This is an optimization exercise on Yosys and OpenROAD, whose aim is small area and a short achievable clock period, not a production implementation.
At most, simulation tests tie the RTL to the original design; equivalence was not proved.
The RTL of runs 1, 2 and 4 was laid out without a check of its function.
In every run shown here, the design's own scripts or RTL, not TritonCTS, make the clock network.
The flow treats the clock pin as an ideal source. Dropping or thinning the clock tree relies on that and would not hold on a real chip.
Power and IR drop assume default switching activity.

==> flow/design.v <==
package spu_pkg;
    typedef enum logic [2:0] {
        FMT_RR  = 3'd0,
        FMT_RI7 = 3'd2
    } fmt_e;
    localparam logic [1:0] SH_SHL_OP   = 2'b11;
    localparam logic [1:0] SH_ROT_OP   = 2'b00;
    localparam logic [1:0] SH_ROTM_OP  = 2'b01;
    localparam logic [1:0] SH_ROTMA_OP = 2'b10;
endpackage
module sf2_shifter #(
    parameter int LO = 0,
    parameter int HI = 3
) (
    input  logic [15:0] x,
    input  logic [3:0]  amt,
    output logic [15:0] y
);
    logic [15:0] lv [LO:HI+1];
    assign lv[LO] = x;
    for (genvar l = LO; l <= HI; l++) begin : g_l
        assign lv[l+1] = amt[l] ? {lv[l][15-(1<<l):0], lv[l][15:16-(1<<l)]} : lv[l];
    end
    assign y = lv[HI+1];
endmodule
module sf2_rot2 #(
    parameter int LO = 0,
    parameter int HI = 3
) (
    input  logic [15:0] x,
    input  logic [3:0]  amt,
    input  logic [3:0]  amtn,
    output logic [15:0] y
);
    logic [15:0] lv [LO:HI+1];
    assign lv[LO] = x;
    for (genvar l = LO; l <= HI; l++) begin : g_l
        assign lv[l+1] = ({16{amt[l]}} & {lv[l][15-(1<<l):0], lv[l][15:16-(1<<l)]})
                       | ({16{amtn[l]}} & lv[l]);
    end
    assign y = lv[HI+1];
endmodule
module simple_fixed_2
(
    input  logic         clk,
    input  logic         reset,
    input  logic [0:10]  op,
    input  logic [2:0]   format,
    input  logic [6:0]   rt_addr,
    input  logic [0:127] ra,
    input  logic [0:127] rb,
    input  logic [0:17]  imm,
    input  logic         reg_write,
    output logic [0:127] rt_wb,
    output logic [6:0]   rt_addr_wb,
    output logic         reg_write_wb
);
    localparam int S0 = 1;   
    logic ok0, ri_fmt, ri0, wide0;
    assign ri_fmt = op[5] ? (format == spu_pkg::FMT_RI7) : (format == spu_pkg::FMT_RR);
    assign ok0   = (op[0:4] == 5'b00001) && op[6] && op[7] && ri_fmt;
    assign ri0   = op[5];
    assign wide0 = !op[8];
    logic [4:0]  s_cl [4];
    logic [4:0]  s_cu [4];
    logic [15:0] s_hu [4];
    logic [15:0] s_hl [4];
    logic [1:0]  s_sg [4];
    for (genvar j = 0; j < 4; j++) begin : g_s
        logic [31:0] x, b;
        assign x = ra[32*j +: 32];
        assign b = rb[32*j +: 32];
        assign s_cl[j] = ri0 ? imm[13:17] : b[4:0];
        assign s_cu[j] = ri0 ? (wide0 ? {imm[12], imm[14:17]} : imm[13:17])
                             : (wide0 ? {b[5], b[3:0]} : b[20:16]);
        assign s_sg[j] = {x[31], wide0 ? x[31] : x[15]};
        sf2_shifter #(.LO(0), .HI(S0-1)) u_u (.x(x[31:16]), .amt(s_cu[j][3:0]), .y(s_hu[j]));
        sf2_shifter #(.LO(0), .HI(S0-1)) u_l (.x(x[15:0]),  .amt(s_cl[j][3:0]), .y(s_hl[j]));
    end
    logic         r1_ok, r1_we;
    logic [6:0]   r1_addr;
    logic         r1_wide;
    logic [1:0]   r1_kind;
    logic [15:0]  r1_hu [4];
    logic [15:0]  r1_hl [4];
    logic [4:0]   r1_cl [4];
    logic [4:0]   r1_cu [4];
    logic [1:0]   r1_sg [4];
    logic [1:0]   r1_z [4];     
    logic [3:0]   r1_cun [4];   
    logic [3:0]   r1_cln [4];
    always_ff @(posedge clk or negedge reset) begin
        if (!reset) begin
            r1_ok   <= 1'b0;
            r1_we   <= 1'b0;
            r1_addr <= '0;
        end else begin
            r1_ok   <= ok0;
            r1_we   <= reg_write;
            r1_addr <= rt_addr;
        end
    end
    always_ff @(posedge clk) begin
        r1_wide <= wide0;
        r1_kind <= op[9:10];
        for (int j = 0; j < 4; j++) begin
            r1_hu[j] <= s_hu[j];
            r1_hl[j] <= s_hl[j];
            r1_cl[j] <= s_cl[j];
            r1_cu[j] <= s_cu[j];
            r1_sg[j] <= s_sg[j];
            r1_z[j]  <= {s_cu[j] == 5'd0, s_cl[j] == 5'd0};
            r1_cun[j] <= ~s_cu[j][3:0];
            r1_cln[j] <= ~s_cl[j][3:0];
        end
    end
    logic [0:127] a_rt;
    logic         shl, rot, arith;
    assign shl   = r1_kind == spu_pkg::SH_SHL_OP;
    assign rot   = r1_kind == spu_pkg::SH_ROT_OP;
    assign arith = r1_kind == spu_pkg::SH_ROTMA_OP;
    function automatic logic [15:0] therm(input logic [3:0] c);
        logic [15:0] t;
        t = 16'hFFFF;
        for (int l = 0; l < 4; l++)
            for (int k = 0; k < 16; k++)
                if (((k >> l) & 1) == 1)
                    t[k] = t[k] | !c[l];
                else
                    t[k] = t[k] & !c[l];
        therm = t;
    endfunction
    for (genvar j = 0; j < 4; j++) begin : g_a
        logic [15:0] hu, hl, ou, ol, gu, gl, t;
        logic [4:0]  cu, cl;
        logic        c5, zu, zl, zw, fu, fl;
        logic        au, bu, ccu, al, bl, ccl;
        sf2_rot2 #(.LO(S0), .HI(3)) u_u (.x(r1_hu[j]), .amt(r1_cu[j][3:0]), .amtn(r1_cun[j]), .y(hu));
        sf2_rot2 #(.LO(S0), .HI(3)) u_l (.x(r1_hl[j]), .amt(r1_cl[j][3:0]), .amtn(r1_cln[j]), .y(hl));
        assign cu = r1_cu[j];
        assign cl = r1_cl[j];
        assign c5 = r1_cu[j][4];   
        assign zu = r1_z[j][1];
        assign zl = r1_z[j][0];
        assign zw = zl && !c5;
        assign fu = arith && r1_sg[j][1];
        assign fl = arith && r1_sg[j][0];
        always_comb begin
            if (rot) begin
                au = 1'b1; bu = 1'b0; ccu = 1'b0;
                al = 1'b1; bl = 1'b0; ccl = 1'b0;
            end else if (r1_wide) begin
                au  = shl ? !c5 && !cl[4] : zw;
                bu  = shl && !c5 && cl[4];
                ccu = !shl && c5 && cl[4];
                al  = shl ? 1'b0 : zw || (c5 && cl[4]);
                bl  = shl && !c5 && !cl[4];
                ccl = !shl && c5;
            end else begin
                au  = !shl && zu;
                bu  = shl && !cu[4];
                ccu = !shl && cu[4];
                al  = !shl && zl;
                bl  = shl && !cl[4];
                ccl = !shl && cl[4];
            end
        end
        assign gu = therm(cu[3:0]);
        assign gl = therm(cl[3:0]);
        assign t  = r1_wide ? gl ^ {16{cl[4]}} : 16'hFFFF;
        for (genvar k = 0; k < 16; k++) begin : g_k
            logic ku, kl;
            assign ku = au || (gu[k] ? bu : ccu);
            assign kl = al || (gl[k] ? bl : ccl);
            assign ou[k] = ku ? (t[k] ? hu[k] : hl[k]) : fu;
            assign ol[k] = kl ? (t[k] ? hl[k] : hu[k]) : fl;
        end
        assign a_rt[32*j +: 32] = {ou, ol};
    end
    logic [0:127] r2_rtn, r3_rt;
    logic [6:0]   r2_addr, r3_addr;
    logic         r2_kill, r2_we, r3_we;
    always_ff @(posedge clk)
        r2_rtn <= ~a_rt;
    always_ff @(posedge clk or negedge reset) begin
        if (!reset) begin
            r2_kill <= 1'b1;
            r2_addr <= '0;
            r2_we   <= 1'b0;
            r3_rt   <= '0;
            r3_addr <= '0;
            r3_we   <= 1'b0;
        end else begin
            r2_kill <= !r1_ok;
            r2_addr <= r1_addr;
            r2_we   <= r1_ok & r1_we;
            r3_rt   <= ~(r2_rtn | {128{r2_kill}});
            r3_addr <= r2_addr;
            r3_we   <= r2_we;
        end
    end
    assign rt_wb        = r3_rt;
    assign rt_addr_wb   = r3_addr;
    assign reg_write_wb = r3_we;
endmodule
==> flow/flow/run.sh <==
#!/bin/bash
# Standard ORFS layout with plain buf_1 port buffers and a two-level clock
# tree built by flow/mycts.tcl in place of the flow's clock tree synthesis.
set -euo pipefail
bash standard.sh "BUFFER_PORTS_ARGS=-buffer_cell sky130_fd_sc_hd__buf_1" "PRE_CTS_TCL=$PWD/flow/mycts.tcl" finish > standard.log 2>&1
==> flow/flow/mycts.tcl <==
# Two-level clock tree. The flip-flops are split by position into 2 x 2
# quadrants of equal count, and each quadrant into cols x rows groups of
# equal count. The clock port drives one clkbuf_16 per quadrant, at the
# middle of its flip-flops; each of these drives one leaf buffer per group,
# at the middle of the group's flip-flops, which drives the group's clock pins.
proc my_split {items idx parts} {
  set s [lsort -integer -index $idx $items]
  set n [llength $s]
  set out {}
  for {set i 0} {$i < $parts} {incr i} {
    lappend out [lrange $s [expr {$i * $n / $parts}] [expr {($i + 1) * $n / $parts - 1}]]
  }
  return $out
}

proc my_middle {items} {
  set sx 0; set sy 0
  foreach s $items { incr sx [lindex $s 1]; incr sy [lindex $s 2] }
  set n [llength $items]
  return [list [expr {$sx / $n}] [expr {$sy / $n}]]
}

proc my_buffer {name xy innet {cell sky130_fd_sc_hd__clkbuf_16}} {
  set block [ord::get_db_block]
  set b [odb::dbInst_create $block [[ord::get_db] findMaster $cell] $name]
  $b setLocation [lindex $xy 0] [lindex $xy 1]
  $b setPlacementStatus PLACED
  set net [odb::dbNet_create $block net_$name]
  $net setSigType CLOCK
  [$b findITerm A] connect $innet
  [$b findITerm X] connect $net
  return $net
}

proc my_two_level_cts {cols rows {leaf sky130_fd_sc_hd__clkbuf_16}} {
  set block [ord::get_db_block]
  set clk [$block findNet clk]
  set sinks {}
  foreach it [$clk getITerms] {
    set b [[$it getInst] getBBox]
    lappend sinks [list $it [expr {([$b xMin] + [$b xMax]) / 2}] [expr {([$b yMin] + [$b yMax]) / 2}]]
  }
  foreach s $sinks { [lindex $s 0] disconnect }
  puts "mycts: [llength $sinks] sinks, 4 quadrants of $cols x $rows groups"
  set q 0
  foreach half [my_split $sinks 1 2] {
    foreach quad [my_split $half 2 2] {
      set qnet [my_buffer clkbuf_q$q [my_middle $quad] $clk]
      set g 0
      foreach col [my_split $quad 1 $cols] {
        foreach grp [my_split $col 2 $rows] {
          set lnet [my_buffer clkbuf_q${q}_$g [my_middle $grp] $qnet $leaf]
          foreach s $grp { [lindex $s 0] connect $lnet }
          incr g
        }
      }
      incr q
    }
  }
}

my_two_level_cts 2 3 
# the tree is built; make the flow's own clock tree step a no-op
rename clock_tree_synthesis orfs_clock_tree_synthesis
proc clock_tree_synthesis {args} { puts "clock tree built by flow/mycts.tcl" }
==> flow/standard.sh <==
#!/bin/bash
# synth_recipe.tcl (not shown) runs the flow's synth.tcl, then flattens the netlist and writes it again
# the make line also repeats each setting of config.mk as NAME=value (left out here)
make -C /OpenROAD-flow-scripts/flow DESIGN_CONFIG=/design/flow/config.mk WORK_HOME=/design/flow/orfs CLKGATE_MAP_FILE= SYNTH_SCRIPT=/design/flow/synth_recipe.tcl "${@:-finish}"
==> flow/config.mk <==
export PLATFORM = sky130hd
export DESIGN_NAME = simple_fixed_2
export DESIGN_NICKNAME = simple_fixed_2
export VERILOG_FILES = /design/flow/design.v
export SDC_FILE = /design/flow/constraint.sdc
export NUM_CORES = 4
export LEC_CHECK = 0
export CAP_MARGIN = 20
export CORE_MARGIN = 2
export CORE_UTILIZATION = 60
export SETUP_SLACK_MARGIN = 3.9
export SLEW_MARGIN = 20
==> flow/constraint.sdc <==
create_clock -name core_clock -period 6.0 [get_ports {clk}]
set_input_delay 1.2000 -clock core_clock [delete_from_list [all_inputs] [get_ports {clk}]]
set_output_delay 1.2000 -clock core_clock [all_outputs]
set_load 0.01 [all_outputs]
==> run summary, run 1 <==
Final Hold Viols=0; minimum clock period=2.181 ns; placement row count=72; Max VDD drop=0.2399 mV; compound-cell area share of the yosys netlist=17.79%; Pleak=11.90 nW; antenna violations before repair=1; Seq/Total Area, Yosys=45.23%; slowest cell delay on critical path=0.41 ns; Setup violations, final=0; Slew @ Worst Pin=0.7508 ns; first-pass GRT wire length=108.0 mm; Syn Std Cell Area=0.02353 mm2; largest net degree at the start of global routing=around 100; Die Height=between 200 and 250 um; Final Util=72.02%; CP delay by family, top=multiplexers; critical path class=reg -> reg; width of the die=202.0 um; CP Launch Type=register; Pwr Density=273.9 mW/mm2; DRC=0; # IOs=434; Total GRT Usage=between 30% and 40%; routed len/inst=21.26 um; Layout area overhead=18.32%; CP Capture Type=register; crit-path cells=buf_6 > buf_12 > and2_4 > mux2_4 > maj3_4 > buf_12 > a211oi_4 > mux2i_1; Setup TNS=0 ns; CP max-delay cell=dfxtp_4; Ys Warns=29; post-synthesis xor/xnor area fraction=1.712%; Most common cell on crit path=buf_12; Hold Path Class=reg -> reg; vias=21205; register area=0.01069 mm2; post-synthesis mux area share=16.69%; CP Buf/Inv Count=3; Nets=3165; DRT iter0 DRCs=between 2000 and 2500; Starting Density=60.87%; Hold Buf Count CTS=0; syn_area_per_cell=between 9 and 10 um2; Final Cell Area=around 0.028 mm2; WP data arrival=2.42 ns; placer congestion estimate=0.9386; Clock Skew=between 0.03 and 0.04 ns; clock latency on the worst-skew pair=0.36 ns; simple-gate share of the synthesized area=14.27%; vias in the first global route=approximately 19000; Slew Limit Fails=0; Post-Syn Instances=2579; fmax=around 460 MHz; commonest non-fill, non-tap cells in the layout=nor2_1, buf_1, dfxtp_1; most common cell after layout, fill and taps aside=nor2_1; Yosys reg bits=between 400 and 500; Via density=6.266; area of the multi-input gates=about 0.013 mm2; RSZ-0062 raised after global routing=yes; core box area=0.03865 mm2; die area=0.04081 mm2; drt pass-1 iters=6; MaxCap Viol Count=0; maximum fanout along the worst path=8; worst hold slack=0.3544 ns; share of cells above drive strength 1=15.92%; final worst-path cycle share=36.36%; status=timing/DRC/antenna clean; Fillers=2909; Detail Placement HPWL=48.65 mm; largest family of logic cells by synthesized area=compound AO/OA/AOI/OAI gates; grt total ovfl=0; Unique masters post-synth=50; Rel. slew slack=49.49%; Post-Synth Adder-Cell Area=less than 1%; Routed WL=71.96 mm; Port Buffers=337; WP data required=about 6.2 ns; Worst-path clk slew=0.09 ns; post-route ant nets=0; placed inst area=approximately 0.025 mm2
cell type report:
cell class                 count  share of cell area [%]
antenna                        1                0.008990
buffer                        28                   2.517
inverter                      40                  0.6338
multi-input combinational   1862                   46.57
sequential                   493                   38.42
tap                          518                   2.328
timing repair buffer         442                   9.520
synthesized netlist by cell type (all sizes together):
| cell | instances | area share (%) |
|---|---|---|
| a211o | 13 | 0.48 |
| a211oi | 58 | 2.4 |
| a21oi | 28 | 0.60 |
| a22oi | 128 | 4.1 |
| a2bb2oi | 3 | 0.11 |
| a311oi | 1 | 0.037 |
| and2 | 21 | 0.58 |
| and3 | 3 | 0.080 |
| and3b | 1 | 0.037 |
| buf | 53 | 1.3 |
| clkbuf | 135 | 2.2 |
| dfrtp | 153 | 16 |
| dfstp | 1 | 0.11 |
| dfxtp | 339 | 29 |
| inv | 40 | 0.64 |
| maj3 | 5 | 0.23 |
| mux2 | 89 | 4.3 |
| mux2i | 291 | 12 |
| nand2 | 326 | 5.2 |
| nand2b | 20 | 0.53 |
| nand3 | 35 | 0.74 |
| nand3b | 3 | 0.096 |
| nand4 | 4 | 0.11 |
| nor2 | 351 | 5.6 |
| nor2b | 9 | 0.24 |
| nor3 | 26 | 0.66 |
| nor4 | 6 | 0.16 |
| o211ai | 35 | 1.1 |
| o21a | 4 | 0.13 |
| o21ai | 74 | 1.6 |
| o22ai | 259 | 6.9 |
| o311ai | 6 | 0.22 |
| o31ai | 4 | 0.13 |
| or2 | 5 | 0.13 |
| or3 | 4 | 0.11 |
| xnor2 | 41 | 1.5 |
| xor2 | 5 | 0.19 |
registers in the layout (all words and copies together), names as in the netlist, 2 cells and up:
| name | flops |
|---|---|
| r1_cu | 20 |
| r1_kind | 2 |
| r1_cl | 20 |
| r1_sg | 8 |
| r1_hl | 64 |
| r1_hu | 64 |
| r3_rt | 128 |
| r1_cln | 12 |
| r3_addr | 7 |
| r1_cun | 12 |
| r2_rtn | 128 |
| r2_addr | 7 |
| r1_addr | 7 |
| r1_z | 8 |
metal layers:
metal  vias to the layer above  GRT usage [%]  routed length (um)
met4                         0          11.40                3012
met3                       185          3.644                5288
li1                       9781              -                   -
met2                      1055          56.36               34480
met1                     10184          43.67               29180
met5                         -              0                   0
stage by stage:
| step | total power [W] | std cells | setup WS [ns] |
|---|---|---|---|
| after global routing | 0.007908 | 3384 | 3.816 |
| after global placement | 0.005510 | 3255 | 2.621 |
| after detailed placement | 0.005558 | 3255 | 2.589 |
| after floorplan | 0.005079 | 2579 | 3.668 |
| final | 0.007624 | 3384 | 3.819 |
| after CTS | 0.007173 | 3369 | 3.657 |
worst reg2reg max path: cells and delay by family (launching register included):
kind                     cells  cell delay [ns]
multiplexers                 2             0.60
buffers and inverters        3             0.40
flip-flops                   1             0.41
AND/OR/NAND/NOR              1             0.13
adder cells (fa/ha/maj)      1             0.34
AO/OA/AOI/OAI                1             0.18
cells by family after synthesis:
family | count (synthesis)
and+or+nand+nor | 814
AOI/OAI and AO/OA | 613
DFF | 493
muxes | 380
buffers and inverters | 228
xor gates and xnor gates | 46
adders and majority gates | 5
final timing paths:
check	depth (start not counted)	slack, ns	startpoint	endpoint
worst max-delay path	8	3.82	r1_wide	r2_rtn[84]
worst min-delay path	0	0.35	r1_addr[4]	r2_addr[4]
worst max register to register	8	3.82	r1_wide	r2_rtn[84]
worst min register to register	0	0.35	r1_addr[4]	r2_addr[4]
max in group asynchronous	2	4.47	reset	r3_rt[1]
min in group asynchronous	1	0.76	reset	r3_addr[6]
timing repair:
item,in CTS,in global routing
endpoints found under the setup margin,417,145
pin swaps,22,16
endpoints found under the hold margin,0,0
setup buffers,78,11
gates resized for setup,204,101
gates cloned,8,3
power by group:
part	switching, W	leakage (nW)	total [W]	internal [W]
registers	0.000237	4.94	0.00382	0.00359
logic	0.00116	6.61	0.00197	0.000811
clock network	0.000995	0.345	0.00183	0.000838
==> inputs of run 2 (changes only) <==
--- a/flow/config.mk
+++ b/flow/config.mk
@@ -8,5 +8,5 @@
 export CAP_MARGIN = 20
 export CORE_MARGIN = 2
 export CORE_UTILIZATION = 60
-export SETUP_SLACK_MARGIN = 3.9
+export SETUP_SLACK_MARGIN = 3.85
 export SLEW_MARGIN = 20
==> run 2 against run 1 <==
Still clean. Routed wire length fell by 2.5%. Flip-flop and latch count did not move. Clock skew fell by 0.011 ns. Sequential share of layout area rose by 0.55 points. Critical path depth fell by 2. Power fell by 1.0%. Critical path type unchanged. Highest routed layer unchanged.
==> run summary, run 2 <==
WP data required=6.23 ns (about the same); Top FF cell, synth=dfxtp_1; Slew @ Worst Pin=0.8064 ns (+0.05568 ns); critical path class=reg -> reg; post-route ant nets=0 (unchanged); Syn Std Cell Area=0.02353 mm2 (unchanged); Hold Path Class=reg -> reg; status=timing/DRC/antenna clean; Post-Layout Cell Count=3373 (-0.33%); Final Hold Viols=0 (unchanged); Yosys reg bits=493 (unchanged); Pint=0.005209 W (-0.48%); RSZ-0062 raised after global routing=yes; placed inst area=0.02491 mm2 (about the same); final worst-path cycle share=36.50% (+0.14 points); DRT iter0 DRCs=2376 (+4.7%); biggest regs=r2_rtn: 128 flops, r3_rt: 128 flops; most frequent cell after synthesis=nor2_1; Pleak=11.72 nW (-1.4%); Routed WL=70.15 mm (-2.5%); grt total ovfl=0 (unchanged); first-pass GRT wire length=106.0 mm (-1.8%); Setup TNS=0 ns (unchanged); most common cell after layout, fill and taps aside=nor2_1; Inst Count DP=3254 (-0.031%); drt pass-1 iters=6 (unchanged); # IOs=434 (unchanged); cell taking the most area after synthesis=dfxtp_1; Clock Skew=0.01985 ns (-0.01072 ns); Slew Limit Fails=0 (unchanged); Rel. slew slack=46.24% (-3.3 points); WP data arrival=2.42 ns (about the same); NetSw=0.002337 W (-2.2%); Starting Density=60.87% (unchanged); Nets=3149 (-0.51%); Clock power frac=24.1% (about the same); Total GRT Usage=32.50% (-0.50 points); die area=0.04081 mm2 (unchanged); width of the die=202.0 um (unchanged); maximum fanout along the worst path=16 (+8); Max VDD drop=0.2197 mV (-8.4%); CP Capture Type=register; clock latency on the worst-skew pair=0.35 ns (about the same); antenna violations before repair=5 (+4); fraction of registers with async set/reset=31.24% (unchanged); fmax=456.7 MHz (-0.38%); largest net degree at the start of global routing=155 (+58%); Layout area overhead=16.58%; share of cells above drive strength 1=13.86% (-2.1 points); commonest non-fill, non-tap cells in the layout=nor2_1, buf_1, dfxtp_1; top-area cell type share of the netlist area=28.85% (unchanged); Unique masters post-synth=50 (unchanged); worst hold slack=0.3497 ns (-0.004652 ns); Worst-path clk slew=0.09 ns (about the same); vias in the first global route=19284 (-0.75%); MaxCap Viol Count=0 (unchanged); Post-synth EDFFs=0 (unchanged); CP Launch Type=register; DRC=0 (unchanged); Pwr Density=275.1 mW/mm2 (+0.45%); placer congestion estimate=0.9421 (+0.37%); Seq/Total Area, Yosys=45.23% (unchanged); Post-Syn Instances=2579 (unchanged); core box area=0.03865 mm2 (unchanged); cells taking the most area after synthesis=dfxtp_1, dfrtp_1, mux2i_1, o22ai_1, nor2_1; Seq pwr share=50.6% (+0.5 points); Setup violations, final=0 (unchanged); Logic pwr share=25.3% (-0.5 points); placement row count=72 (unchanged); minimum clock period=2.190 ns (+0.008380 ns); syn_area_per_cell=9.122 um2 (unchanged); routed len/inst=20.80 um (-2.2%); Switching Share=30.97% (-0.38 points); Port Buffers=337 (unchanged); Die Height=202.0 um (unchanged); vias=21004 (-0.95%); Ys Warns=29 (unchanged); Final Cell Area=0.02743 mm2 (-1.5%); Hold Buf Count CTS=0 (unchanged); Detail Placement HPWL=48.26 mm (-0.80%); commonest cells in the netlist=nor2_1, dfxtp_1, nand2_1; Via density=6.227 (-0.62%)
-- run 2: cell counts after synthesis --
Identical to the previous run, type by type.
-- run 2: per-layer routing --
layer,vias up,wire (um),GRT usage (%)
met3,186,5962,5.047
met1,10020,28310,42.90
li1,9762,-,-
met2,1036,32900,53.67
met5,-,0,0
met4,0,2977,13.03
-- run 2: worst paths after layout --
check                      cells past startpoint    endpoint       start  slack, ns
max                                            6  r2_rtn[23]     r1_wide       3.81
min                                            0  r3_addr[6]  r2_addr[6]       0.35
min in group asynchronous                      2   r3_rt[74]       reset       1.05
max reg2reg                                    6  r2_rtn[23]     r1_wide       3.81
min reg2reg                                    0  r3_addr[6]  r2_addr[6]       0.35
max in group asynchronous                      2    r3_rt[8]       reset       4.36
-- run 2: logic make-up after synthesis --
logic type / after synthesis / synth area share (%)
flip-flops: 493 / 45.23
AO/OA/AOI/OAI: 613 / 17.79
buffers and inverters: 228 / 4.068
XOR/XNOR: 46 / 1.712
adder cells (fa/ha/maj): 5 / 0.2340
AND/OR/NAND/NOR: 814 / 14.27
multiplexers: 380 / 16.69
-- run 2: power by group through the flow --
stage | combinational [W] | sequential (W) | clock, W
after floorplan | 0.00134 | 0.00374 | 0
after global placement | 0.00163 | 0.00387 | 0
after detailed placement | 0.00167 | 0.00388 | 0
after CTS | 0.00183 | 0.00388 | 0.00143
after global routing | 0.00205 | 0.00385 | 0.00197
final | 0.00191 | 0.00382 | 0.00182
-- run 2: what timing repair did --
item,CTS,global route
gates resized for setup,170,49
pin swaps,44,6
buffers inserted,65,8
gates cloned,10,1
setup endpoints to repair,333,130
-- run 2: layout make-up --
class	count	area [um2]
timing repair buffer	428	2534
multi-input combinational	1860	12670
antenna	6	15.01
tap	518	648.1
fill	2990	11220
sequential	493	10690
inverter	40	172.7
buffer	28	700.7
-- run 2: through the flow --
stage          worst slack, ns  utilization, %  power, W
5_1_grt                  3.790           70.96  0.007866
2_1_floorplan            3.668               -  0.005078
4_1_cts                  3.655           70.28  0.007146
3_5_place_dp             2.653           64.45  0.005548
6_report                 3.810           70.97  0.007546
3_3_place_gp             2.683           64.41  0.005498
-- run 2: worst max-delay path, stage by stage (launching register included) --
cell and delay (ns):
dfxtp_4 0.38, buf_4 0.14, and2_4 0.20, mux2_4 0.33, maj3_4 0.45, a211oi_2 0.21
mux2i_1 0.35
==> inputs of run 3 (changes only) <==
--- a/flow/design.v
+++ b/flow/design.v
@@ -86,7 +86,6 @@
     logic [4:0]   r1_cl [4];
     logic [4:0]   r1_cu [4];
     logic [1:0]   r1_sg [4];
-    logic [1:0]   r1_z [4];     
     logic [3:0]   r1_cun [4];   
     logic [3:0]   r1_cln [4];
     always_ff @(posedge clk or negedge reset) begin
@@ -109,7 +108,6 @@
             r1_cl[j] <= s_cl[j];
             r1_cu[j] <= s_cu[j];
             r1_sg[j] <= s_sg[j];
-            r1_z[j]  <= {s_cu[j] == 5'd0, s_cl[j] == 5'd0};
             r1_cun[j] <= ~s_cu[j][3:0];
             r1_cln[j] <= ~s_cl[j][3:0];
         end
@@ -140,8 +138,8 @@
         assign cu = r1_cu[j];
         assign cl = r1_cl[j];
         assign c5 = r1_cu[j][4];   
-        assign zu = r1_z[j][1];
-        assign zl = r1_z[j][0];
+        assign zu = cu == 5'd0;
+        assign zl = cl == 5'd0;
         assign zw = zl && !c5;
         assign fu = arith && r1_sg[j][1];
         assign fl = arith && r1_sg[j][0];
==> flow/flow/run.sh (replaced) <==
#!/bin/bash
# The standard ORFS layout with three changes:
#  - synthesis maps the logic with the ABC script flow/abc.script: the
#    standard synthesis script with only the ABC script replaced;
#  - plain buf_1 cells as the port buffers;
#  - a two-level clock tree built by flow/mycts.tcl in place of the flow's
#    clock tree synthesis.
set -euo pipefail
W=$PWD
sed 's#^source $::env(SCRIPTS_DIR)/synth_preamble.tcl#&\nlset abc_args 1 '"$W"'/flow/abc.script#' \
  "$FLOW_HOME/scripts/synth.tcl" > "$W/synth_abc.tcl"
sed 's#source $::env(SCRIPTS_DIR)/synth.tcl#source '"$W"'/synth_abc.tcl#' \
  "$W/synth_recipe.tcl" > "$W/synth_top.tcl"
grep -q "abc.script" "$W/synth_abc.tcl"
grep -q "synth_abc.tcl" "$W/synth_top.tcl"
bash standard.sh "SYNTH_SCRIPT=$W/synth_top.tcl" \
  "BUFFER_PORTS_ARGS=-buffer_cell sky130_fd_sc_hd__buf_1" \
  "PRE_CTS_TCL=$W/flow/mycts.tcl" finish > standard.log 2>&1
==> flow/flow/abc.script (new file) <==
&get -n
&st
&dch
&nf
&st
&syn2
&if -g -K 6
&synch2
&nf
&st
&syn2
&if -g -K 6
&synch2
&nf
&st
&syn2
&if -g -K 6
&synch2
&nf
&st
&syn2
&if -g -K 6
&synch2
&nf
&st
&syn2
&if -g -K 6
&synch2
&nf
&put
--- a/flow/flow/mycts.tcl
+++ b/flow/flow/mycts.tcl
@@ -59,7 +59,7 @@
   }
 }
 
-my_two_level_cts 2 3 
+my_two_level_cts 2 3
 # the tree is built; make the flow's own clock tree step a no-op
 rename clock_tree_synthesis orfs_clock_tree_synthesis
 proc clock_tree_synthesis {args} { puts "clock tree built by flow/mycts.tcl" }
--- a/flow/config.mk
+++ b/flow/config.mk
@@ -8,5 +8,5 @@
 export CAP_MARGIN = 20
 export CORE_MARGIN = 2
 export CORE_UTILIZATION = 60
-export SETUP_SLACK_MARGIN = 3.85
+export SETUP_SLACK_MARGIN = 3.9
 export SLEW_MARGIN = 20
==> run 3 against run 2 <==
Die area decreased by 5.3%. Flip-flop and latch count down 8. Clock power hardly changed. Sequential power down 2%. Combinational power hardly changed. Routed wire length shrank 1.2%. Still clean. Sequential share of layout area shrank 0.51 points. Hold slack improved by 0.0049 ns. Cell count is 1.5% lower. Fmax rose by 0.46%. Setup slack better by 0.010 ns.
==> run summary, run 3 <==
Seq/Total Area, Yosys=47.11% (+1.9 points); vias=21136 (+0.63%); Die Height=196.6 um (-2.7%); CP max-delay cell=dfrtp_1; share of cells above drive strength 1=13.72% (-0.15 points); Hold Path Class=reg -> reg; Fillers=2556 (-15%); commonest non-fill, non-tap cells in the layout=nand2_1, buf_1, dfxtp_1; most common cell after layout, fill and taps aside=nand2_1; CP Capture Type=output port; Starting Density=60.91% (about the same); MaxCap Viol Count=0 (unchanged); minimum clock period=2.180 ns (-0.01009 ns); Port Buffers=337 (unchanged); first-pass GRT wire length=104.6 mm (-1.3%); fmax=458.8 MHz (+0.46%); Hold Crit Depth=0 (unchanged); Final Hold Viols=0 (unchanged); drt pass-1 iters=6 (unchanged); WP data arrival=0.98 ns (-1.44 ns); GRT Max-Usage Layer=met2; CP Launch Type=register; RSZ-0062 raised after global routing=yes; die area=0.03863 mm2 (-5.3%); Slew @ Worst Pin=0.6588 ns (-0.1476 ns); grt met3 use=5.287% (+0.24 points); compound-cell area share of the yosys netlist=18.89% (+1.1 points); cell depth of the worst flop-to-flop path=7 (+1); Routed WL=69.34 mm (-1.2%); placement row count=70 (-2.8%); Rel. slew slack=56.08% (+9.8 points); crit-path cells=clkbuf_2; Hold Buf Count CTS=0 (unchanged); Top FF cell, synth=dfxtp_1; vias in the first global route=19430 (+0.76%); Setup TNS=0 ns (unchanged); Worst-path clk slew=0.09 ns (about the same); grt met2 use=56.82% (+3.1 points); Final Cell Area=0.02746 mm2 (+0.11%); Yosys reg bits=485 (-1.6%); Setup violations, final=0 (unchanged); grt met1 use=44.08% (+1.2 points); Syn Std Cell Area=0.02225 mm2 (-5.4%); routed len/inst=20.87 um (+0.35%); Post-Syn Instances=2381 (-7.7%); Pwr Density=272.0 mW/mm2 (-1.1%); Unique masters post-synth=36 (-28%); final setup margin=3.820 ns (+0.01009 ns); Total GRT Usage=34.04% (+1.5 points); cells taking the most area after synthesis=dfxtp_1, dfrtp_1, mux2i_1, o22ai_1, nand2_1; biggest regs=r2_rtn: 128 flops, r3_rt: 128 flops; clock latency on the worst-skew pair=0.35 ns (about the same); width of the die=196.6 um (-2.7%); # IOs=434 (unchanged); DRT iter0 DRCs=2014 (-15%); largest family of logic cells by synthesized area=compound AO/OA/AOI/OAI gates; Post-Synth Adder-Cell Area=0% (-0.23 points); Ys Warns=27 (-6.9%); placed inst area=0.02463 mm2 (-1.1%); Clock Skew=0.01901 ns (-0.0008366 ns); antenna violations before repair=2 (-3); maximum fanout along the worst path=1 (-15); final worst-path cycle share=36.33% (-0.17 points); syn_area_per_cell=9.343 um2 (+2.4%); status=timing/DRC/antenna clean; grt total ovfl=0 (unchanged); Pleak=11.59 nW (-1.1%); Via density=6.362 (+2.2%); Inst Count DP=3195 (-1.8%); post-route ant nets=0 (unchanged); post-synthesis mux area share=16.78% (+0.094 points); cell taking the most area after synthesis=dfxtp_1; core box area=0.03652 mm2 (-5.5%); Levels on crit path=1 (-5); top-area cell type share of the netlist area=29.79% (+0.94 points); setup slack at placement=2.475 ns (-0.1780 ns); simple-gate share of the synthesized area=14.63% (+0.36 points); WP data required=4.80 ns (-1.43 ns); slowest cell delay on critical path=0.45 ns (about the same); most frequent cell after synthesis=nand2_1; Max VDD drop=0.2454 mV (+12%); CP Buf/Inv Count=1 (unchanged); commonest cells in the netlist=nand2_1, dfxtp_1, mux2i_1; largest net degree at the start of global routing=84 (-46%); Post-Layout Cell Count=3322 (-1.5%); CP delay by family, top=flip-flops; fraction of registers with async set/reset=31.75% (+0.52 points); DRC=0 (unchanged); placer congestion estimate=0.9440 (+0.20%); Layout area overhead=23.43%; Post-synth EDFFs=0 (unchanged); post-synthesis xor/xnor area fraction=1.732% (+0.020 points); Slew Limit Fails=0 (unchanged); critical path class=reg -> out; Nets=3150 (+0.032%); Detail Placement HPWL=46.94 mm (-2.7%)
-- run 3: cell types whose count changed after synthesis, sizes merged, moves of 49 or more --
cell	before	now
a211oi	58	9
buf	53	0
nand2	326	418
nor2	351	285
clkinv	0	50
o211ai	35	92
clkbuf	135	0
-- run 3: cells by family (layout without fill, tap and decap cells) --
family                    count (synthesis)  in the layout
and+or+nand+nor                         806            806
buffers and inverters                    50            519
DFF                                     485            485
xor gates and xnor gates                 44             44
AOI/OAI and AO/OA                       632            632
other                                     0              4
muxes                                   364            364
-- run 3: power by group --
part | internal, W | total (W) | switching [W]
sequential | 0.00353 | 0.00376 | 0.000235
combinational | 0.000793 | 0.00191 | 0.00112
clock | 0.000836 | 0.00180 | 0.000962
total | 0.00516 | 0.00747 | 0.00231
-- run 3: routing by layer --
layer | up-vias | part of all wire (%)
met5 | - | 0.014
li1 | 9735 | -
met2 | 1163 | 47
met3 | 231 | 8.5
met4 | 2 | 5.0
met1 | 10005 | 40
-- run 3: layout make-up --
type,count,area (um2),area share [%]
well taps,468,585.6,2.133
flip-flops and latches,485,10560,38.46
multi-input cells,1846,12620,45.94
inverters,50,219.0,0.7974
diodes,4,10.01,0.03645
repair inverters,6,78.83,0.2871
repair buffers,435,2689,9.792
plain buffers,28,700.7,2.552
-- run 3: final timing paths --
check	startpoint	to	slack, ns
max	r3_rt[88]	rt_wb[88]	3.82
min in group asynchronous	reset	r2_addr[1]	0.84
max in group asynchronous	reset	r3_rt[20]	4.29
max reg2reg	r1_wide	r2_rtn[2]	3.83
min	r1_addr[0]	r2_addr[0]	0.35
min reg2reg	r1_addr[0]	r2_addr[0]	0.35
-- run 3: what timing repair did --
item	CTS	global route
endpoints found under the hold margin	0	0
resized for setup	253	82
buffers inserted	66	13
pin swaps	76	9
setup endpoints to repair	407	169
cloned	15	1
-- run 3: metrics by stage --
| stage | power [W] | utilization, % | hold slack, ns |
|---|---|---|---|
| after global placement | 0.005406 | 67.44 | 0.3324 |
| after global routing | 0.007758 | 75.16 | 0.3630 |
| after floorplan | 0.004931 | - | 0.3312 |
| final | 0.007469 | 75.18 | 0.3546 |
| after detailed placement | 0.005462 | 67.44 | 0.3358 |
| after CTS | 0.007069 | 74.08 | 0.3347 |
==> inputs of run 4 (changes only) <==
==> flow/design.v (replaced) <==
package spu_pkg;
    typedef enum logic [2:0] {
        FMT_RR  = 3'd0,
        FMT_RI7 = 3'd2
    } fmt_e;
    localparam logic [1:0] SH_SHL_OP   = 2'b11;
    localparam logic [1:0] SH_ROT_OP   = 2'b00;
    localparam logic [1:0] SH_ROTM_OP  = 2'b01;
    localparam logic [1:0] SH_ROTMA_OP = 2'b10;
endpackage
module sf2_mxn (input logic a, b, s, sn, output logic y);
    assign y = !((a & s) | (b & sn));
endmodule
module sf2_mxp (input logic a_n, b_n, s, sn, output logic y);
    assign y = !((a_n | sn) & (b_n | s));
endmodule
module sf2_mx0n (input logic a, b, s, output logic y);
    assign y = !(s ? a : b);
endmodule
module sf2_fin (input logic sel_n, g, k1, k0, f1, f0, output logic y_n);
    logic keep, kf;
    assign keep = g ? k1 : k0;
    assign kf   = g ? f1 : f0;
    assign y_n  = !((!sel_n & keep) | kf);
endmodule
module simple_fixed_2
(
    input  logic         clk,
    input  logic         reset,
    input  logic [0:10]  op,
    input  logic [2:0]   format,
    input  logic [6:0]   rt_addr,
    input  logic [0:127] ra,
    input  logic [0:127] rb,
    input  logic [0:17]  imm,
    input  logic         reg_write,
    output logic [0:127] rt_wb,
    output logic [6:0]   rt_addr_wb,
    output logic         reg_write_wb
);
    logic ok0, ri_fmt, ri0, wide0;
    assign ri_fmt = op[5] ? (format == spu_pkg::FMT_RI7) : (format == spu_pkg::FMT_RR);
    assign ok0   = (op[0:4] == 5'b00001) && op[6] && op[7] && ri_fmt;
    assign ri0   = op[5];
    assign wide0 = !op[8];
    logic [4:0]  s_cl [4];
    logic [4:0]  s_cu [4];
    logic [15:0] s_hun [4];
    logic [15:0] s_hln [4];
    logic [1:0]  s_sg [4];
    for (genvar j = 0; j < 4; j++) begin : g_s
        logic [31:0] x, b;
        assign x = ra[32*j +: 32];
        assign b = rb[32*j +: 32];
        assign s_cl[j] = ri0 ? imm[13:17] : b[4:0];
        assign s_cu[j] = ri0 ? (wide0 ? {imm[12], imm[14:17]} : imm[13:17])
                             : (wide0 ? {b[5], b[3:0]} : b[20:16]);
        assign s_sg[j] = {x[31], wide0 ? x[31] : x[15]};
        for (genvar k = 0; k < 16; k++) begin : g_k
            sf2_mx0n u_u (.a(x[16 + (k+15)%16]), .b(x[16+k]), .s(s_cu[j][0]), .y(s_hun[j][k]));
            sf2_mx0n u_l (.a(x[(k+15)%16]),      .b(x[k]),    .s(s_cl[j][0]), .y(s_hln[j][k]));
        end
    end
    logic         r1_ok, r1_we;
    logic [6:0]   r1_addr;
    logic         r1_wide;
    logic [1:0]   r1_kind;
    logic [15:0]  r1_hun [4];
    logic [15:0]  r1_hln [4];
    logic [4:0]   r1_cl [4];
    logic [4:0]   r1_cu [4];
    logic [1:0]   r1_sg [4];
    always_ff @(posedge clk or negedge reset) begin
        if (!reset) begin
            r1_ok   <= 1'b0;
            r1_we   <= 1'b0;
            r1_addr <= '0;
        end else begin
            r1_ok   <= ok0;
            r1_we   <= reg_write;
            r1_addr <= rt_addr;
        end
    end
    always_ff @(posedge clk) begin
        r1_wide <= wide0;
        r1_kind <= op[9:10];
        for (int j = 0; j < 4; j++) begin
            r1_hun[j] <= s_hun[j];
            r1_hln[j] <= s_hln[j];
            r1_cl[j]  <= s_cl[j];
            r1_cu[j]  <= s_cu[j];
            r1_sg[j]  <= s_sg[j];
        end
    end
    logic [0:127] a_rtn;
    logic         shl, rot, arith;
    assign shl   = r1_kind == spu_pkg::SH_SHL_OP;
    assign rot   = r1_kind == spu_pkg::SH_ROT_OP;
    assign arith = r1_kind == spu_pkg::SH_ROTMA_OP;
    function automatic logic [15:0] therm(input logic [3:0] c);
        logic [15:0] t;
        t = 16'hFFFF;
        for (int l = 0; l < 4; l++)
            for (int k = 0; k < 16; k++)
                if (((k >> l) & 1) == 1)
                    t[k] = t[k] | !c[l];
                else
                    t[k] = t[k] & !c[l];
        therm = t;
    endfunction
    for (genvar j = 0; j < 4; j++) begin : g_a
        logic [15:0] u1, l1, u2n, l2n, hu, hl, gu, gl, t, tn, oun, oln;
        logic [3:0]  su, sun, sl, sln;
        logic [4:0]  cu, cl;
        logic        c5, zu, zl, zw, fu, fl;
        logic        au, bu, ccu, al, bl, ccl;
        logic        k1u, k0u, f1u, f0u, k1l, k0l, f1l, f0l;
        assign cu  = r1_cu[j];
        assign cl  = r1_cl[j];
        assign c5  = r1_cu[j][4];   
        assign su  = cu[3:0];
        assign sun = ~cu[3:0];
        assign sl  = cl[3:0];
        assign sln = ~cl[3:0];
        for (genvar k = 0; k < 16; k++) begin : g_r
            sf2_mxp u_u1 (.a_n(r1_hun[j][(k+14)%16]), .b_n(r1_hun[j][k]), .s(su[1]), .sn(sun[1]), .y(u1[k]));
            sf2_mxp u_l1 (.a_n(r1_hln[j][(k+14)%16]), .b_n(r1_hln[j][k]), .s(sl[1]), .sn(sln[1]), .y(l1[k]));
            sf2_mxn u_u2 (.a(u1[(k+12)%16]), .b(u1[k]), .s(su[2]), .sn(sun[2]), .y(u2n[k]));
            sf2_mxn u_l2 (.a(l1[(k+12)%16]), .b(l1[k]), .s(sl[2]), .sn(sln[2]), .y(l2n[k]));
            sf2_mxp u_u3 (.a_n(u2n[(k+8)%16]), .b_n(u2n[k]), .s(su[3]), .sn(sun[3]), .y(hu[k]));
            sf2_mxp u_l3 (.a_n(l2n[(k+8)%16]), .b_n(l2n[k]), .s(sl[3]), .sn(sln[3]), .y(hl[k]));
        end
        assign zu = cu == 5'd0;
        assign zl = cl == 5'd0;
        assign zw = zl && !c5;
        assign fu = arith && r1_sg[j][1];
        assign fl = arith && r1_sg[j][0];
        always_comb begin
            if (rot) begin
                au = 1'b1; bu = 1'b0; ccu = 1'b0;
                al = 1'b1; bl = 1'b0; ccl = 1'b0;
            end else if (r1_wide) begin
                au  = shl ? !c5 && !cl[4] : zw;
                bu  = shl && !c5 && cl[4];
                ccu = !shl && c5 && cl[4];
                al  = shl ? 1'b0 : zw || (c5 && cl[4]);
                bl  = shl && !c5 && !cl[4];
                ccl = !shl && c5;
            end else begin
                au  = !shl && zu;
                bu  = shl && !cu[4];
                ccu = !shl && cu[4];
                al  = !shl && zl;
                bl  = shl && !cl[4];
                ccl = !shl && cl[4];
            end
        end
        assign k1u = au || bu;
        assign k0u = au || ccu;
        assign f1u = fu && !k1u;
        assign f0u = fu && !k0u;
        assign k1l = al || bl;
        assign k0l = al || ccl;
        assign f1l = fl && !k1l;
        assign f0l = fl && !k0l;
        assign gu = therm(cu[3:0]);
        assign gl = therm(cl[3:0]);
        assign t  = r1_wide ? gl ^ {16{cl[4]}} : 16'hFFFF;
        assign tn = ~t;
        for (genvar k = 0; k < 16; k++) begin : g_k
            logic sun_k, sln_k;
            sf2_mxn u_tu (.a(hu[k]), .b(hl[k]), .s(t[k]), .sn(tn[k]), .y(sun_k));
            sf2_mxn u_tl (.a(hl[k]), .b(hu[k]), .s(t[k]), .sn(tn[k]), .y(sln_k));
            sf2_fin u_fu (.sel_n(sun_k), .g(gu[k]), .k1(k1u), .k0(k0u), .f1(f1u), .f0(f0u), .y_n(oun[k]));
            sf2_fin u_fl (.sel_n(sln_k), .g(gl[k]), .k1(k1l), .k0(k0l), .f1(f1l), .f0(f0l), .y_n(oln[k]));
        end
        assign a_rtn[32*j +: 32] = {oun, oln};
    end
    logic [0:127] r2_rtn, r3_rt;
    logic [6:0]   r2_addr, r3_addr;
    logic         r2_kill, r2_we, r3_we;
    always_ff @(posedge clk)
        r2_rtn <= a_rtn;
    always_ff @(posedge clk or negedge reset) begin
        if (!reset) begin
            r2_kill <= 1'b1;
            r2_addr <= '0;
            r2_we   <= 1'b0;
            r3_rt   <= '0;
            r3_addr <= '0;
            r3_we   <= 1'b0;
        end else begin
            r2_kill <= !r1_ok;
            r2_addr <= r1_addr;
            r2_we   <= r1_ok & r1_we;
            r3_rt   <= ~(r2_rtn | {128{r2_kill}});
            r3_addr <= r2_addr;
            r3_we   <= r2_we;
        end
    end
    assign rt_wb        = r3_rt;
    assign rt_addr_wb   = r3_addr;
    assign reg_write_wb = r3_we;
endmodule
--- a/flow/config.mk
+++ b/flow/config.mk
@@ -10,3 +10,4 @@
 export CORE_UTILIZATION = 60
 export SETUP_SLACK_MARGIN = 3.9
 export SLEW_MARGIN = 20
+export SYNTH_HIERARCHICAL = 1
==> run 4 against run 3 <==
Cell count down 0.54%. Sequential share of layout area is 3.2 points lower. Hold slack got worse by 0.0031 ns. Fmax shrank 5.1%. Still clean. Core utilization rose by 3.6 points.
==> run summary, run 4 <==
status=timing/DRC/antenna clean; final worst-path cycle share=38.30% (+2.0 points); Layout area overhead=29.87%; critical path class=reg -> reg; CP max-delay cell=or4_4; maximum fanout along the worst path=8 (+7); top-area cell type share of the netlist area=27.80% (-2.0 points); CP Launch Point=r1_cl[0][1]; Total GRT Usage=35.77% (+1.7 points); cells taking the most area after synthesis=dfxtp_1, dfrtp_1, a22oi_1, nor2b_1, o22ai_1; Max VDD drop=0.2190 mV (-11%); routed len/inst=23.25 um (+11%); core box area=0.03643 mm2 (-0.24%); WP data arrival=2.51 ns (+1.53 ns); Worst-path clk slew=0.09 ns (about the same); vias in the first global route=20272 (+4.3%); Yosys reg bits=461 (-4.9%); Clock Skew=0.01677 ns (-0.002237 ns); syn_area_per_cell=9.546 um2 (+2.2%); worst hold slack=0.3516 ns (-0.003074 ns); most frequent cell after synthesis=dfxtp_1; commonest non-fill, non-tap cells in the layout=buf_1, dfxtp_1, o22ai_1; CP Capture Type=register; Slew Limit Fails=0 (unchanged); MaxCap Viol Count=0 (unchanged); crit-path cells=buf_12 > or4_4 > buf_6 > o21ai_4 > o21a_4 > nor2b_2 > o32ai_2; antenna violations before repair=7 (+5); fmax=435.2 MHz (-5.1%); # IOs=434 (unchanged); Hold Path Class=reg -> reg; Setup TNS=0 ns (unchanged); CP Buf/Inv Count=2 (+1); die area=0.03840 mm2 (-0.61%); slowest cell delay on critical path=0.60 ns (+0.15 ns); Hold Buf Count CTS=0 (unchanged); width of the die=196.0 um (-0.31%); first-pass GRT wire length=110.3 mm (+5.5%); DRT iter0 DRCs=2361 (+17%); clock latency on the worst-skew pair=0.36 ns (about the same); Via density=6.776 (+6.5%); Starting Density=60.68% (-0.23 points); biggest regs=r2_rtn: 128 flops, r3_rt: 128 flops; fraction of registers with async set/reset=33.41% (+1.7 points); vias=22389 (+5.9%); Post-synth EDFFs=0 (unchanged); Reg2Reg Launch Point=r1_cl[0][1]; drt pass-1 iters=8 (+2); Pleak=10.99 nW (-5.2%); cell taking the most area after synthesis=dfxtp_1; Port Buffers=337 (unchanged); Pwr Density=267.9 mW/mm2 (-1.5%); Final Hold Viols=0 (unchanged); Final Util=78.80% (+3.6 points); Post-Syn Instances=2316 (-2.7%); grt total ovfl=0 (unchanged); Hold Crit Start=r2_addr[2]; Syn Std Cell Area=0.02211 mm2 (-0.62%); placer congestion estimate=0.9087 (-3.7%); Seq/Total Area, Yosys=45.23% (-1.9 points); Die Height=196.0 um (-0.31%); Routed WL=76.80 mm (+11%); placement row count=70 (unchanged); Ys Warns=25 (-7.4%); Setup violations, final=0 (unchanged); share of cells above drive strength 1=18.31% (+4.6 points); CP Launch Type=register; most common cell after layout, fill and taps aside=buf_1; RSZ-0062 raised after global routing=yes; Nets=3129 (-0.67%); DRC=0 (unchanged); commonest cells in the netlist=dfxtp_1, nor2b_1, a22oi_1, o22ai_1, nor2_1; largest net degree at the start of global routing=155 (+85%); Top FF cell, synth=dfxtp_1; Unique masters post-synth=42 (+17%); Slew @ Worst Pin=0.9704 ns (+0.3116 ns); Rel. slew slack=35.30% (-21 points); WP data required=6.22 ns (+1.42 ns); CP delay by family, top=simple AND/OR/NAND/NOR gates; Detail Placement HPWL=46.40 mm (-1.1%); minimum clock period=2.298 ns (+0.1182 ns); post-route ant nets=0 (unchanged)
-- run 4: cell type report --
| type | instances | area, um2 |
|---|---|---|
| antenna | 7 | 17.52 |
| buffer | 28 | 700.7 |
| tap | 468 | 585.6 |
| fill | 2391 | 7722 |
| timing repair buffer | 466 | 3161 |
| inverter | 59 | 297.8 |
| sequential | 461 | 10120 |
| multi-input combinational | 1815 | 13830 |
-- run 4: cell families (layout without fill, tap and decap cells) --
family	count (synthesis)	after routing	synth area share, %
other	1	23	0.01696
buffers and inverters	59	553	1.002
AND/OR/NAND/NOR	804	807	19.69
flip-flops	461	461	45.23
multiplexers	136	136	6.180
XOR/XNOR	53	53	2.100
AO/OA/AOI/OAI	802	803	25.77
-- run 4: worst paths after layout --
check	endpoint	slack [ns]	cells past startpoint
max	r2_rtn[29]	3.70	7
min reg2reg	r3_addr[2]	0.35	0
min in group asynchronous	r3_rt[98]	0.95	2
max reg2reg	r2_rtn[29]	3.70	7
max in group asynchronous	r3_rt[49]	4.19	2
min	r3_addr[2]	0.35	0
-- run 4: routing by layer --
layer / GRT usage, % / vias up / part of all wire, %
met3: 4.951 / 389 / 9.2
met2: 59.71 / 1433 / 46
li1: - / 9911 / -
met4: 17.59 / 0 / 7.1
met5: 0 / - / 0
met1: 45.88 / 10656 / 37
-- run 4: per-module statistics from Yosys, one instance, submodules excluded --
module          copies in the design  cell area, um2
sf2_fin                          128           27.53
sf2_mx0n                         128           10.01
sf2_mxn                          256           7.507
sf2_mxp                          256           6.256
simple_fixed_2                     1           13780
-- run 4: per-stage QoR --
stage | total power (W) | instances | area [um2] | worst slack, ns
after detailed placement | 0.005355 | 3142 | 24390 | 2.837
after global routing | 0.007952 | 3303 | 28710 | 3.670
after global placement | 0.005290 | 3142 | 24390 | 2.878
after CTS | 0.006981 | 3247 | 27060 | 3.644
after floorplan | 0.004829 | 2331 | 22480 | 3.778
final | 0.007692 | 3304 | 28710 | 3.702
-- run 4: worst register-to-register path, stage by stage, from the launching register on --
cell     delay (ns)
dfxtp_4        0.37
buf_12         0.14
or4_4          0.60
buf_6          0.16
o21ai_4        0.30
o21a_4         0.30
nor2b_2        0.20
o32ai_2        0.08
-- run 4: power breakdown --
group          total, W  internal [W]  leakage [nW]  switching (W)
Sequential      0.00361       0.00336          4.69       0.000245
Clock           0.00179      0.000836         0.345       0.000956
Combinational   0.00229      0.000990          5.95        0.00130
-- run 4: repair_timing --
item                                   4_1_cts  5_1_grt
cloned                                      12        5
pin swaps                                   31       31
setup endpoints to repair                  306      142
endpoints found under the hold margin        0        0
resized for setup                          215      252
setup buffers                               65       45

separate check: timing with driven ports:
Ports are ideal in the flow. The routed layouts listed here were re-timed in OpenROAD. Step 1: set_driving_cell puts a clkbuf_16 on clk and a buf_2 on each other input, an assumption about the parent block. Step 2 moves the port delays by t, midway between the first and last clock arrival at a register: inputs arrive t later, outputs are due t later. That takes back most of the time a late clock gives input paths. a / b / c = no drivers / after step 1 / after step 2; a / b = the first two.
run	shift t [ns]	setup WS [ns]	hold slack, ns	slew at the worst register clock pin (ns)	worst data-port slew with drivers (ns)
run 1	0.467	3.819 / 3.732 / 3.394	0.354 / 0.354 / 0.354	0.10 / 0.10	0.23
run 2	0.467	3.810 / 3.739 / 3.425	0.350 / 0.350 / 0.350	0.09 / 0.09	0.20
run 3	0.471	3.820 / 3.694 / 3.421	0.355 / 0.355 / 0.355	0.09 / 0.09	0.14
run 4	0.476	3.702 / 3.702 / 3.555	0.352 / 0.352 / 0.352	0.09 / 0.09	0.11
After both steps every run listed still meets setup and hold. For run 1, which loses most, drivers alone change the setup slack by -0.087 ns; drivers and shift together by -0.425 ns.
